Background: an optimization exercise with open tools, aiming at small area and a short achievable clock period. Do not read the settings as production practice. Only simulation tests tie the RTL to the original design; equivalence was not proved. Power figures rest on the tool's default switching activity, not on a simulated workload.

== alpha ==
Design rv32i_core, start of the top module:
module rv32i_core (
    input  logic                clk,
    input  logic                rst_n,
    input  logic                instr_valid,
    input  rv32i_pkg::word_t    instr,
    output logic                wb_valid,
    output rv32i_pkg::reg_idx_t wb_rd,
    output rv32i_pkg::word_t    wb_data
);
Settings: LEC_CHECK=0, CAP_MARGIN=20, CORE_MARGIN=2, CORE_UTILIZATION=33, CTS_BUF_LIST=sky130_fd_sc_hd__clkbuf_8, CTS_CLUSTER_DIAMETER=50, CTS_CLUSTER_SIZE=22, PLACE_DENSITY=0.42, SETUP_SLACK_MARGIN=2.5, SLEW_MARGIN=20; clock period 5.5 ns.
standard.sh (not shown) runs the stock make flow with config.mk's settings and CLKGATE_MAP_FILE= SYNTH_SCRIPT=/design/flow/synth_recipe.tcl, a recipe that flattens the netlist after the stock synthesis.
==> flow/flow/run.sh <==
#!/bin/bash
# Standard ORFS layout (the standard.sh, standard synthesis unchanged),
# with clock tree synthesis told not to add dummy loads for balancing.
set -uo pipefail
export CTS_ARGS="-sink_clustering_enable -repair_clock_nets -dont_use_dummy_load -buf_list sky130_fd_sc_hd__clkbuf_8 -sink_clustering_size 22 -sink_clustering_max_diameter 50"
bash standard.sh finish > flow_make.log 2>&1
rc=$?
echo "standard.sh exit $rc" >> flow_make.log
exit $rc
alpha ended with every stage complete and zero timing, DRC or antenna violations.
Edits applied to the flow inputs when going from alpha to beta:
==> flow/run.sh (new file) <==
#!/bin/bash
# synth_recipe.tcl (not shown) runs the flow's synth.tcl, then flattens the netlist and writes it again
# the make line also repeats each setting of config.mk as NAME=value (left out here)
make -C /OpenROAD-flow-scripts/flow DESIGN_CONFIG=/design/flow/config.mk WORK_HOME=/design/flow/orfs CLKGATE_MAP_FILE= SYNTH_SCRIPT=/design/flow/synth_recipe.tcl finish
removed: flow/flow/run.sh
removed: flow/standard.sh
### Flow results
- Against alpha, the final cell area of beta is higher.
- Changes observed in beta relative to alpha: signal arrival time at the worst endpoint was more or less identical, worst setup slack went up by 0.065 ns, total iterations of the first detailed-routing run was more or less identical.
- alpha was routed with fewer vias than beta.
- beta vs. alpha: first-pass GRT wire length went up by 0.46%.
- From alpha to beta the numbers moved as follows: number of hold-slack violations in the final timing report barely changed; utilization climbed 1.1 points.
- Compared with alpha, beta is hungrier on power.
- From beta to alpha, number of enable flip-flop cells after synthesis did not move at all.


the baseline:
Another version of the RTL of rv32i_core (not shown whole).
For scale: about 4200 cells after synthesis, about 73 I/O pins.
export LEC_CHECK = 0
export CAP_MARGIN = 20
export CORE_MARGIN = 2
export CORE_UTILIZATION = 33
export SETUP_SLACK_MARGIN = 2.5
export SLEW_MARGIN = 20
create_clock -name core_clock -period 5.5 [get_ports {clk}]
run.sh (not shown) runs the stock make flow with config.mk's settings and CLKGATE_MAP_FILE= SYNTH_SCRIPT=/design/flow/synth_recipe.tcl, a recipe that flattens the netlist after the stock synthesis.
Stock flow here: none of the scripts above is used.
For the candidate, these inputs were changed with respect to the baseline:
- putting CTS_CLUSTER_DIAMETER at 50 where nothing was set
- putting CTS_CLUSTER_SIZE at 22 where nothing was set
- putting PLACE_DENSITY at 0.42 where nothing was set
- putting CTS_BUF_LIST at sky130_fd_sc_hd__clkbuf_8 where nothing was set
### Flow results
[compare] base=the baseline new=the candidate: cell count after placement neither gained nor lost much, fraction of met3 tracks used by global routing shows a reduction of 4.7 points. Between the baseline and the candidate, the flow reports via count of the first global-routing pass decreasing slightly. Buffer share of cell area: the baseline and the candidate compared, lower one is the baseline. Total of plain and repair buffers excluding clock buffers: the candidate vs the baseline up 36. ~same flip-flop and latch count in the baseline and the candidate. Placement-stage cell area delta (the candidate -> the baseline): insignificant. Lower final net count was reported by the baseline, not the candidate. Between the baseline and the candidate, the difference in post-cts hold buffer count is negligible.


The RTL this note starts from:
==> flow/design.v <==
package rv32i_pkg;
    localparam int xlen = 32;
    typedef logic [xlen-1:0] word_t;
    typedef logic [4:0]      reg_idx_t;
    localparam logic [6:0] opc_op     = 7'b0110011;
    localparam logic [6:0] opc_op_imm = 7'b0010011;
    localparam logic [6:0] opc_lui    = 7'b0110111;
    typedef struct packed {
        logic sub;     
        logic add;     
        logic nadd;    
        logic slt;     
        logic uns;     
        logic sll;     
        logic srl;     
        logic sra;     
        logic lxor;
        logic lor;
        logic land;
    } alu_ctl_t;
endpackage
`timescale 1ns/1ps
module reg_file (
    input  logic                clk,
    input  logic                rst_n,
    input  rv32i_pkg::reg_idx_t rs1,
    input  rv32i_pkg::reg_idx_t rs2,
    output rv32i_pkg::word_t    rs1_data,
    output rv32i_pkg::word_t    rs2_data,
    input  logic                wr_en,       
    input  rv32i_pkg::reg_idx_t wr_rd,
    input  rv32i_pkg::word_t    wr_data
);
    rv32i_pkg::word_t regs [1:31];
    rv32i_pkg::word_t wdata;
    logic [31:1]      we;
    assign wdata = rst_n ? wr_data : '0;
    genvar i;
    generate
        for (i = 1; i < 32; i++) begin : g_reg
            assign we[i] = wr_en && (wr_rd == i);
            always_ff @(posedge clk) begin
                if (!rst_n || we[i]) regs[i] <= wdata;
            end
        end
    endgenerate
    function automatic rv32i_pkg::word_t read_port(rv32i_pkg::reg_idx_t idx);
        rv32i_pkg::word_t acc;
        acc = '0;
        for (int k = 1; k < 32; k++) begin
            acc = acc | ({32{idx == k}} & regs[k]);
        end
        if (wr_en && wr_rd == idx) acc = wr_data;
        read_port = acc;
    endfunction
    assign rs1_data = read_port(rs1);
    assign rs2_data = read_port(rs2);
endmodule
`timescale 1ns/1ps
module decode_stage (
    input  logic                clk,
    input  logic                rst_n,
    input  logic                instr_valid,
    input  rv32i_pkg::word_t    instr,
    output rv32i_pkg::reg_idx_t rs1,
    output rv32i_pkg::reg_idx_t rs2,
    input  rv32i_pkg::word_t    rs1_data,
    input  rv32i_pkg::word_t    rs2_data,
    output logic                id_ex_valid,
    output rv32i_pkg::reg_idx_t id_ex_rd,
    output rv32i_pkg::word_t    id_ex_a,
    output rv32i_pkg::word_t    id_ex_b,
    output logic                id_ex_fwd_a,
    output logic                id_ex_fwd_b,
    output rv32i_pkg::alu_ctl_t id_ex_ctl
);
    logic [6:0] opcode;
    logic [2:0] f3;
    logic [4:0] rd;
    logic       is_op, is_imm, is_lui;
    rv32i_pkg::alu_ctl_t ctl;
    rv32i_pkg::word_t    imm, a_d, b_d;
    assign opcode = instr[6:0];
    assign f3     = instr[14:12];
    assign rd     = instr[11:7];
    assign rs1    = instr[19:15];
    assign rs2    = instr[24:20];
    assign is_op  = opcode == rv32i_pkg::opc_op;
    assign is_imm = opcode == rv32i_pkg::opc_op_imm;
    assign is_lui = opcode == rv32i_pkg::opc_lui;
    always_comb begin
        ctl = '0;
        if (is_lui) begin
            ctl.add = 1'b1;
        end else begin
            ctl.sub  = (f3 == 3'b000 && is_op && instr[30]) || f3 == 3'b010 || f3 == 3'b011;
            ctl.add  = f3 == 3'b000 && !(is_op && instr[30]);
            ctl.nadd = f3 == 3'b000 && is_op && instr[30];
            ctl.slt  = f3 == 3'b010 || f3 == 3'b011;
            ctl.uns  = f3 == 3'b011;
            ctl.sll  = f3 == 3'b001;
            ctl.srl  = f3 == 3'b101;
            ctl.sra  = f3 == 3'b101 && instr[30];
            ctl.lxor = f3 == 3'b100;
            ctl.lor  = f3 == 3'b110;
            ctl.land = f3 == 3'b111;
        end
    end
    assign imm = is_lui ? {instr[31:12], 12'b0} : {{20{instr[31]}}, instr[31:20]};
    assign a_d = is_lui ? '0 : (rs1_data ^ {32{ctl.sub}});
    assign b_d = is_op ? rs2_data : imm;
    always_ff @(posedge clk) begin
        if (!rst_n) begin
            id_ex_valid <= 1'b0;
        end else begin
            id_ex_valid <= instr_valid && (is_op || is_imm || is_lui) && rd != '0;
        end
    end
    always_ff @(posedge clk) begin
        id_ex_rd    <= rd;
        id_ex_a     <= a_d;
        id_ex_b     <= b_d;
        id_ex_fwd_a <= id_ex_valid && id_ex_rd == rs1 && !is_lui;
        id_ex_fwd_b <= id_ex_valid && id_ex_rd == rs2 && is_op;
        id_ex_ctl   <= ctl;
    end
endmodule
`timescale 1ns/1ps
module execute_stage (
    input  logic                clk,
    input  logic                rst_n,
    input  logic                id_ex_valid,
    input  rv32i_pkg::reg_idx_t id_ex_rd,
    input  rv32i_pkg::word_t    id_ex_a,
    input  rv32i_pkg::word_t    id_ex_b,
    input  logic                id_ex_fwd_a,
    input  logic                id_ex_fwd_b,
    input  rv32i_pkg::alu_ctl_t id_ex_ctl,
    output logic                wb_valid,
    output rv32i_pkg::reg_idx_t wb_rd,
    output rv32i_pkg::word_t    wb_data
);
    rv32i_pkg::alu_ctl_t c;
    rv32i_pkg::word_t    a, b, sum, res;
    logic [4:0]          sh;
    logic                a31, lt;
    logic [4:0]          rot_amt;
    rv32i_pkg::word_t    rot, keep, keep_l, shft_r;
    logic                fill;
    assign c = id_ex_ctl;
    assign a = id_ex_fwd_a ? (wb_data ^ {32{c.sub}}) : id_ex_a;
    assign b = id_ex_fwd_b ? wb_data : id_ex_b;
    function automatic rv32i_pkg::word_t add_ks(rv32i_pkg::word_t x, rv32i_pkg::word_t y);
        logic [31:0] g, p, gg, pp, ng, np;
        g  = x & y;
        p  = x ^ y;
        gg = g;
        pp = p;
        gg[1] = g[1] | ((p[1] & x[0]) & y[0]);
        pp[1] = p[1] & p[0];
        for (int i = 2; i < 32; i++) begin
            gg[i] = g[i] | (p[i] & g[i-1]);
            pp[i] = p[i] & p[i-1];
        end
        for (int l = 1; l < 5; l++) begin
            ng = gg;
            np = pp;
            for (int i = (1 << l); i < 32; i++) begin
                ng[i] = gg[i] | (pp[i] & gg[i - (1 << l)]);
                np[i] = pp[i] & pp[i - (1 << l)];
            end
            gg = ng;
            pp = np;
        end
        add_ks = p ^ {gg[30:0], 1'b0};
    endfunction
    assign sum = add_ks(a, b);
    assign a31 = ~a[31];
    assign lt  = (a31 != b[31]) ? (c.uns ? b[31] : a31) : ~sum[31];
    assign sh = b[4:0];
    assign rot_amt[0] = sh[0];
    assign rot_amt[1] = sh[1] ^ (c.sll & sh[0]);
    assign rot_amt[2] = sh[2] ^ (c.sll & |sh[1:0]);
    assign rot_amt[3] = sh[3] ^ (c.sll & |sh[2:0]);
    assign rot_amt[4] = sh[4] ^ (c.sll & |sh[3:0]);
    always_comb begin
        rot = a;
        for (int k = 0; k < 5; k++) begin
            if (rot_amt[k]) rot = (rot >> (1 << k)) | (rot << (32 - (1 << k)));
        end
    end
    always_comb begin
        for (int j = 0; j < 32; j++) begin
            keep_l[j] = sh <= 5'(j);
            keep[j]   = c.sll ? keep_l[j] : keep_l[31 - j];
        end
    end
    assign fill   = c.sra & a[31];
    assign shft_r = (keep & rot) | (~keep & {32{fill}});
    assign res = ({32{c.add}}  & sum)
               | ({32{c.nadd}} & ~sum)
               | ({32{c.slt}}  & {31'b0, lt})
               | ({32{c.sll | c.srl}} & shft_r)
               | ({32{c.lxor}} & (a ^ b))
               | ({32{c.lor}}  & (a | b))
               | ({32{c.land}} & (a & b));
    always_ff @(posedge clk) begin
        if (!rst_n) begin
            wb_valid <= 1'b0;
        end else begin
            wb_valid <= id_ex_valid;
        end
    end
    always_ff @(posedge clk) begin
        wb_rd   <= id_ex_rd;
        wb_data <= res;
    end
endmodule
`timescale 1ns/1ps
module rv32i_core (
    input  logic                clk,
    input  logic                rst_n,
    input  logic                instr_valid,
    input  rv32i_pkg::word_t    instr,
    output logic                wb_valid,
    output rv32i_pkg::reg_idx_t wb_rd,
    output rv32i_pkg::word_t    wb_data
);
    rv32i_pkg::reg_idx_t rs1_idx, rs2_idx;
    rv32i_pkg::word_t    rs1_data, rs2_data;
    logic                id_ex_valid;
    rv32i_pkg::reg_idx_t id_ex_rd;
    rv32i_pkg::word_t    id_ex_a, id_ex_b;
    logic                id_ex_fwd_a, id_ex_fwd_b;
    rv32i_pkg::alu_ctl_t id_ex_ctl;
    reg_file u_reg_file (
        .clk      (clk),
        .rst_n    (rst_n),
        .rs1      (rs1_idx),
        .rs2      (rs2_idx),
        .rs1_data (rs1_data),
        .rs2_data (rs2_data),
        .wr_en    (wb_valid),
        .wr_rd    (wb_rd),
        .wr_data  (wb_data)
    );
    decode_stage u_decode_stage (
        .clk         (clk),
        .rst_n       (rst_n),
        .instr_valid (instr_valid),
        .instr       (instr),
        .rs1         (rs1_idx),
        .rs2         (rs2_idx),
        .rs1_data    (rs1_data),
        .rs2_data    (rs2_data),
        .id_ex_valid (id_ex_valid),
        .id_ex_rd    (id_ex_rd),
        .id_ex_a     (id_ex_a),
        .id_ex_b     (id_ex_b),
        .id_ex_fwd_a (id_ex_fwd_a),
        .id_ex_fwd_b (id_ex_fwd_b),
        .id_ex_ctl   (id_ex_ctl)
    );
    execute_stage u_execute_stage (
        .clk         (clk),
        .rst_n       (rst_n),
        .id_ex_valid (id_ex_valid),
        .id_ex_rd    (id_ex_rd),
        .id_ex_a     (id_ex_a),
        .id_ex_b     (id_ex_b),
        .id_ex_fwd_a (id_ex_fwd_a),
        .id_ex_fwd_b (id_ex_fwd_b),
        .id_ex_ctl   (id_ex_ctl),
        .wb_valid    (wb_valid),
        .wb_rd       (wb_rd),
        .wb_data     (wb_data)
    );
endmodule
Settings: LEC_CHECK=0, CAP_MARGIN=20, CORE_MARGIN=2, CORE_UTILIZATION=33, CTS_BUF_LIST=sky130_fd_sc_hd__clkbuf_8, CTS_CLUSTER_DIAMETER=50, CTS_CLUSTER_SIZE=22, PLACE_DENSITY=0.42, SETUP_SLACK_MARGIN=3.0, SLEW_MARGIN=20; clock period 5.5 ns.
standard.sh (not shown) runs the stock make flow with config.mk's settings and CLKGATE_MAP_FILE= SYNTH_SCRIPT=/design/flow/synth_recipe.tcl, a recipe that flattens the netlist after the stock synthesis.
==> flow/flow/run.sh <==
#!/bin/bash
# Standard ORFS layout (the standard.sh, standard synthesis unchanged),
# with clock tree synthesis told not to add dummy loads for balancing, and
# plain buffers (instead of delay cells) on the ports.
set -uo pipefail
export CTS_ARGS="-sink_clustering_enable -repair_clock_nets -dont_use_dummy_load -buf_list sky130_fd_sc_hd__clkbuf_8 -sink_clustering_size 22 -sink_clustering_max_diameter 50"
export BUFFER_PORTS_ARGS="-buffer_cell sky130_fd_sc_hd__buf_2"
bash standard.sh finish > flow_make.log 2>&1
rc=$?
echo "standard.sh exit $rc" >> flow_make.log
exit $rc
The baseline completed with no timing, DRC or antenna violations.
Edit:
SETUP_SLACK_MARGIN = 2.7   (was 3.0)
The changed run finished with timing, DRC and antenna clean. Wire length shrinks by 7.2%. Clock-buffer cell count fell by 8. Setup slack gains 190 ps. Power fell by 3.5%. Cell count decreases by 4.2%. Global-route usage shrinks by 2.2 points.
Edit:
==> flow/run.sh (new file) <==
#!/bin/bash
# synth_recipe.tcl (not shown) runs the flow's synth.tcl, then flattens the netlist and writes it again
# the make line also repeats each setting of config.mk as NAME=value (left out here)
make -C /OpenROAD-flow-scripts/flow DESIGN_CONFIG=/design/flow/config.mk WORK_HOME=/design/flow/orfs CLKGATE_MAP_FILE= SYNTH_SCRIPT=/design/flow/synth_recipe.tcl finish
SETUP_SLACK_MARGIN = 2.0   (was 2.7)
removed: flow/flow/run.sh
removed: flow/standard.sh
=> The new run produced a clean layout; setup slack gets worse by 340 ps; critical path depth is lower by 8; via count is higher slightly; die area stays the same; synthesized area is unchanged; count of clock-buffer cells in the layout is higher by 9; non-clock buffer count is lower by 47; flip-flop and latch count stays the same; sequential share of layout area is higher by 0.42 points.

-- static timing again, ports no longer ideal --
In the flow no input, the clock included, has a driving cell. The finished layouts below were timed again as built, in two steps.
Step 1, drivers: a clkbuf_16 drives clk and a buf_2 each remaining input, both assumed.
Step 2 also shifts input and output timing later by t, the mid clock arrival at the registers, as if the neighbouring blocks saw the same clock.
Slacks: ideal ports / drivers / drivers and shift; pairs: ideal ports / drivers.
run | t, ns | setup slack, ns | hold slack, ns | slew at the worst register clock pin (ns) | cell pins on the clock port's net
alpha | 0.963 | 2.039 / 2.039 / 1.524 | 0.406 / 0.406 / 0.406 | 0.11 / 0.11 | 1
beta | 0.985 | 2.104 / 2.104 / 1.438 | 0.409 / 0.409 / 0.409 | 0.11 / 0.11 | 1
the baseline | 0.816 | 1.718 / 1.718 / 1.479 | 0.426 / 0.426 / 0.426 | 0.07 / 0.07 | 1
the candidate | 1.025 | 1.863 / 1.863 / 1.418 | 0.464 / 0.464 / 0.464 | 0.11 / 0.11 | 1
the first run of note 3 | 0.994 | 2.018 / 2.018 / 1.841 | 0.274 / 0.217 / 0.410 | 0.11 / 0.11 | 1
the second run of note 3 | 0.969 | 2.209 / 2.209 / 1.654 | 0.365 / 0.302 / 0.421 | 0.11 / 0.11 | 1
the third run of note 3 | 1.004 | 1.869 / 1.871 / 0.867 | 0.420 / 0.420 / 0.420 | 0.12 / 0.12 | 1
After both steps every run listed still meets setup and hold. For the third run of note 3, which loses most, drivers alone change the setup slack by +0.002 ns; drivers and shift together by -1.002 ns.
